This is an optimization exercise on Yosys and OpenROAD, whose aim is small area, not a production implementation. Only simulation tests tie the RTL to the original design; equivalence was not proved. Power and IR drop assume default switching activity.

Setup of 04-04:
// regfile_wr_demux
module regfile_wr_demux #(
    parameter int DATA_W = 32,
    parameter int ADDR_W = 5,
    parameter int BYPASS = 1
) (
    input  logic                 clk,
    input  logic                 rst_n,
    input  logic                 we,
    input  logic [ADDR_W-1:0]    waddr,
    input  logic [DATA_W-1:0]    wdata,
    input  logic [ADDR_W-1:0]    raddr1,
    input  logic [ADDR_W-1:0]    raddr2,
    output logic [DATA_W-1:0]    rdata1,
    output logic [DATA_W-1:0]    rdata2,
    output logic [2**ADDR_W-1:0] wr_onehot
);
    localparam int NREG = 2**ADDR_W;
    logic [DATA_W-1:0] regs_q [1:NREG-1];
    logic [NREG-1:1]   valid_q;
    logic [NREG-1:0]   wr_onehot_q;
    logic [NREG-1:0]   wr_onehot_d;
    always_comb begin
        wr_onehot_d = '0;
        for (int i = 1; i < NREG; i++) begin
            if (we && (waddr == ADDR_W'(i))) begin
                wr_onehot_d[i] = 1'b1;
            end
        end
    end
    always_ff @(posedge clk or negedge rst_n) begin
        if (!rst_n) begin
            valid_q     <= '0;
            wr_onehot_q <= '0;
        end else begin
            wr_onehot_q <= wr_onehot_d;
            valid_q     <= valid_q | wr_onehot_d[NREG-1:1];
        end
    end
    always_ff @(posedge clk) begin
  ...
make LEC_CHECK=0 CAP_MARGIN=20 CORE_MARGIN=2 CORE_UTILIZATION=40 SLEW_MARGIN=20 SYNTH_HIERARCHICAL=1 finish   # period 8.0 ns
run.sh (not shown) runs the stock make flow with config.mk's settings and CLKGATE_MAP_FILE= SYNTH_SCRIPT=/design/flow/synth_recipe.tcl, a recipe that flattens the netlist after the stock synthesis.
Changes in 01-27 relative to 04-04:
- setting CTS_CLUSTER_SIZE to 18 for the first time
- setting CTS_BUF_LIST to sky130_fd_sc_hd__clkbuf_8 for the first time
- setting CTS_CLUSTER_DIAMETER to 80 for the first time
--- outcome ---
Having completed the whole flow, 01-27 delivered a layout that passed the timing, design-rule and antenna checks.
Switching power was higher in 04-04 than in 01-27.
Re clock transition time at the flip-flop clock pins of the worst setup and hold paths: 01-27 is 0.03 ns up on 04-04.
01-27 ends up with a first-pass GRT wire length that is 2500 um lower than in 04-04.
On final instance area: 01-27 sits below 04-04.
01-27 gives more relative area of non-clock buffer cells in the final design than 04-04 did.
The routing usage on met1 reported for 01-27 is smaller than that of 04-04 by 0.35 points.
01-27 against 04-04: filler cell count in the final layout went up by about 3%, final critical-path setup slack went down by 0.016 ns, logic gate share of total power went up by 2.0 points, sequential power was more or less identical.

* * *

Setup of oak:
regfile_wr_demux, a different RTL version from the one above (not shown whole).
For scale: about 1100 flip-flops, roughly 150 I/O pins, ~41000 sq um of cells after synthesis.
Settings: LEC_CHECK=0, CAP_MARGIN=20, CORE_MARGIN=2, CORE_UTILIZATION=40, SLEW_MARGIN=20, SYNTH_HIERARCHICAL=1; clock period 8.0 ns.
standard.sh (not shown) runs the stock make flow with config.mk's settings and CLKGATE_MAP_FILE= SYNTH_SCRIPT=/design/flow/synth_recipe.tcl, a recipe that flattens the netlist after the stock synthesis.
==> flow/flow/run.sh <==
#!/bin/bash
# The standard layout (standard.sh), with three changes:
#  - before global placement, flow/downsize.tcl gives each combinational cell
#    the smallest drive strength of its function; placement's repair and the
#    timing repair size up what the layout needs;
#  - the port buffers that global placement adds are sky130_fd_sc_hd__buf_1;
#  - clock tree synthesis clusters at most 16 sinks within 80 um under
#    clkbuf_8 buffers, without dummy loads.
# Each step's full log is in orfs/logs/; make's own output goes to flow_make.log.
set -euo pipefail
HERE=$(pwd)
CTS="-sink_clustering_enable -repair_clock_nets -sink_clustering_size 16"
CTS="$CTS -sink_clustering_max_diameter 80 -buf_list sky130_fd_sc_hd__clkbuf_8 -dont_use_dummy_load"
bash standard.sh "BUFFER_PORTS_ARGS=-buffer_cell sky130_fd_sc_hd__buf_1" "CTS_ARGS=$CTS" \
  "PRE_GLOBAL_PLACE_TCL=$HERE/flow/downsize.tcl" finish > flow_make.log 2>&1
==> flow/flow/downsize.tcl <==
# Before global placement: give every combinational cell the smallest-area
# variant of its own function (same base name, other drive strength). Placement's
# repair and timing repair then size up only what the layout needs.
set db [ord::get_db]
set block [ord::get_db_block]
set dont_use $::env(DONT_USE_CELLS)
set swapped 0
set saved 0
foreach inst [$block getInsts] {
  set m [$inst getMaster]
  set name [$m getName]
  if {![regexp {^(sky130_fd_sc_hd__([a-z0-9]+))_([0-9]+)$} $name -> base func size]} { continue }
  if {[regexp {^(df|edf|sdf|dl|conb|tap|fill|decap|clk|buf|inv)} $func]} { continue }
  set best $m
  set best_area [expr {[$m getWidth] * [$m getHeight]}]
  foreach s {0 1 2 4} {
    set cand [$db findMaster ${base}_$s]
    if {$cand eq "NULL" || $cand eq ""} { continue }
    if {[lsearch -exact $dont_use [$cand getName]] >= 0} { continue }
    set a [expr {[$cand getWidth] * [$cand getHeight]}]
    if {$a < $best_area} { set best $cand; set best_area $a }
  }
  if {$best ne $m} {
    set old_area [expr {[$m getWidth] * [$m getHeight]}]
    if {[$inst swapMaster $best]} {
      incr swapped
      set saved [expr {$saved + $old_area - $best_area}]
    }
  }
}
puts "downsize: swapped $swapped cells, [expr {$saved / 1e6}] um^2 less"
Per the final summary, oak finished and its layout is clean on timing, DRC and antenna.
What pine does differently from oak at the input level:
- setting PLACE_DENSITY to 0.8 for the first time
Findings:
- oak ran to completion and came out clean on the timing, design-rule and antenna checks.
- pine | status: complete | timing, DRC, antenna: pass
- Later-pin clock latency in the skew report: pine lower than oak
- [compare] base=oak new=pine: switching power now sits lower; setup slack now sits higher; fraction of power consumed by sequential logic now sits higher.
- Global-route wire length before repair went down by a little under 10% going from oak to pine.
- The final reports for pine and oak show met3 track utilization from global routing higher in the former.
- pine vs oak: cell area after layout down in pine
- The global-route usage in pine sits 3.0 points below the value recorded for oak.
- Reported for pine and oak, flip-flop and latch count turned out identical to the last digit.
- Diff oak -> pine | post-route clock period utilization | decrease of 2.4 points
- Number of clock buffers in the layout: pine vs oak down 1.3%

==> re-timing with driven ports <==
In the flow no input, the clock included, has a driving cell. The finished layouts below were timed again as built, in two steps.
Step 1 sets driving cells, clkbuf_16 on the clock port and buf_2 on the other inputs (assumed; they add their load-dependent delay and slew).
Step 2 times the ports against the registers' clock, not the clock port: input delays grow and output delays shrink by t, the midpoint of the rising clock arrivals with the driver on.
Three values: no drivers, after step 1, after step 2; two values: the first two.
run	t (ns)	slack for setup (ns)	clock arrival spread, ns	slew at the worst register clock pin (ns)	worst data-port slew with drivers (ns)
04-04	0.745	0.458 / 0.432 / 0.432	0.031 / 0.032	0.07 / 0.07	0.10
01-27	0.793	0.441 / 0.416 / 0.416	0.048 / 0.049	0.12 / 0.12	0.11
oak	0.790	0.907 / 0.869 / 0.869	0.079 / 0.078	0.11 / 0.11	0.19
pine	0.774	1.097 / 0.923 / 0.923	0.054 / 0.053	0.11 / 0.11	0.19
After both steps setup and hold are still met in every run listed. The setup slack of pine, which loses most, moves by -0.174 ns with the drivers and by -0.174 ns with both steps.
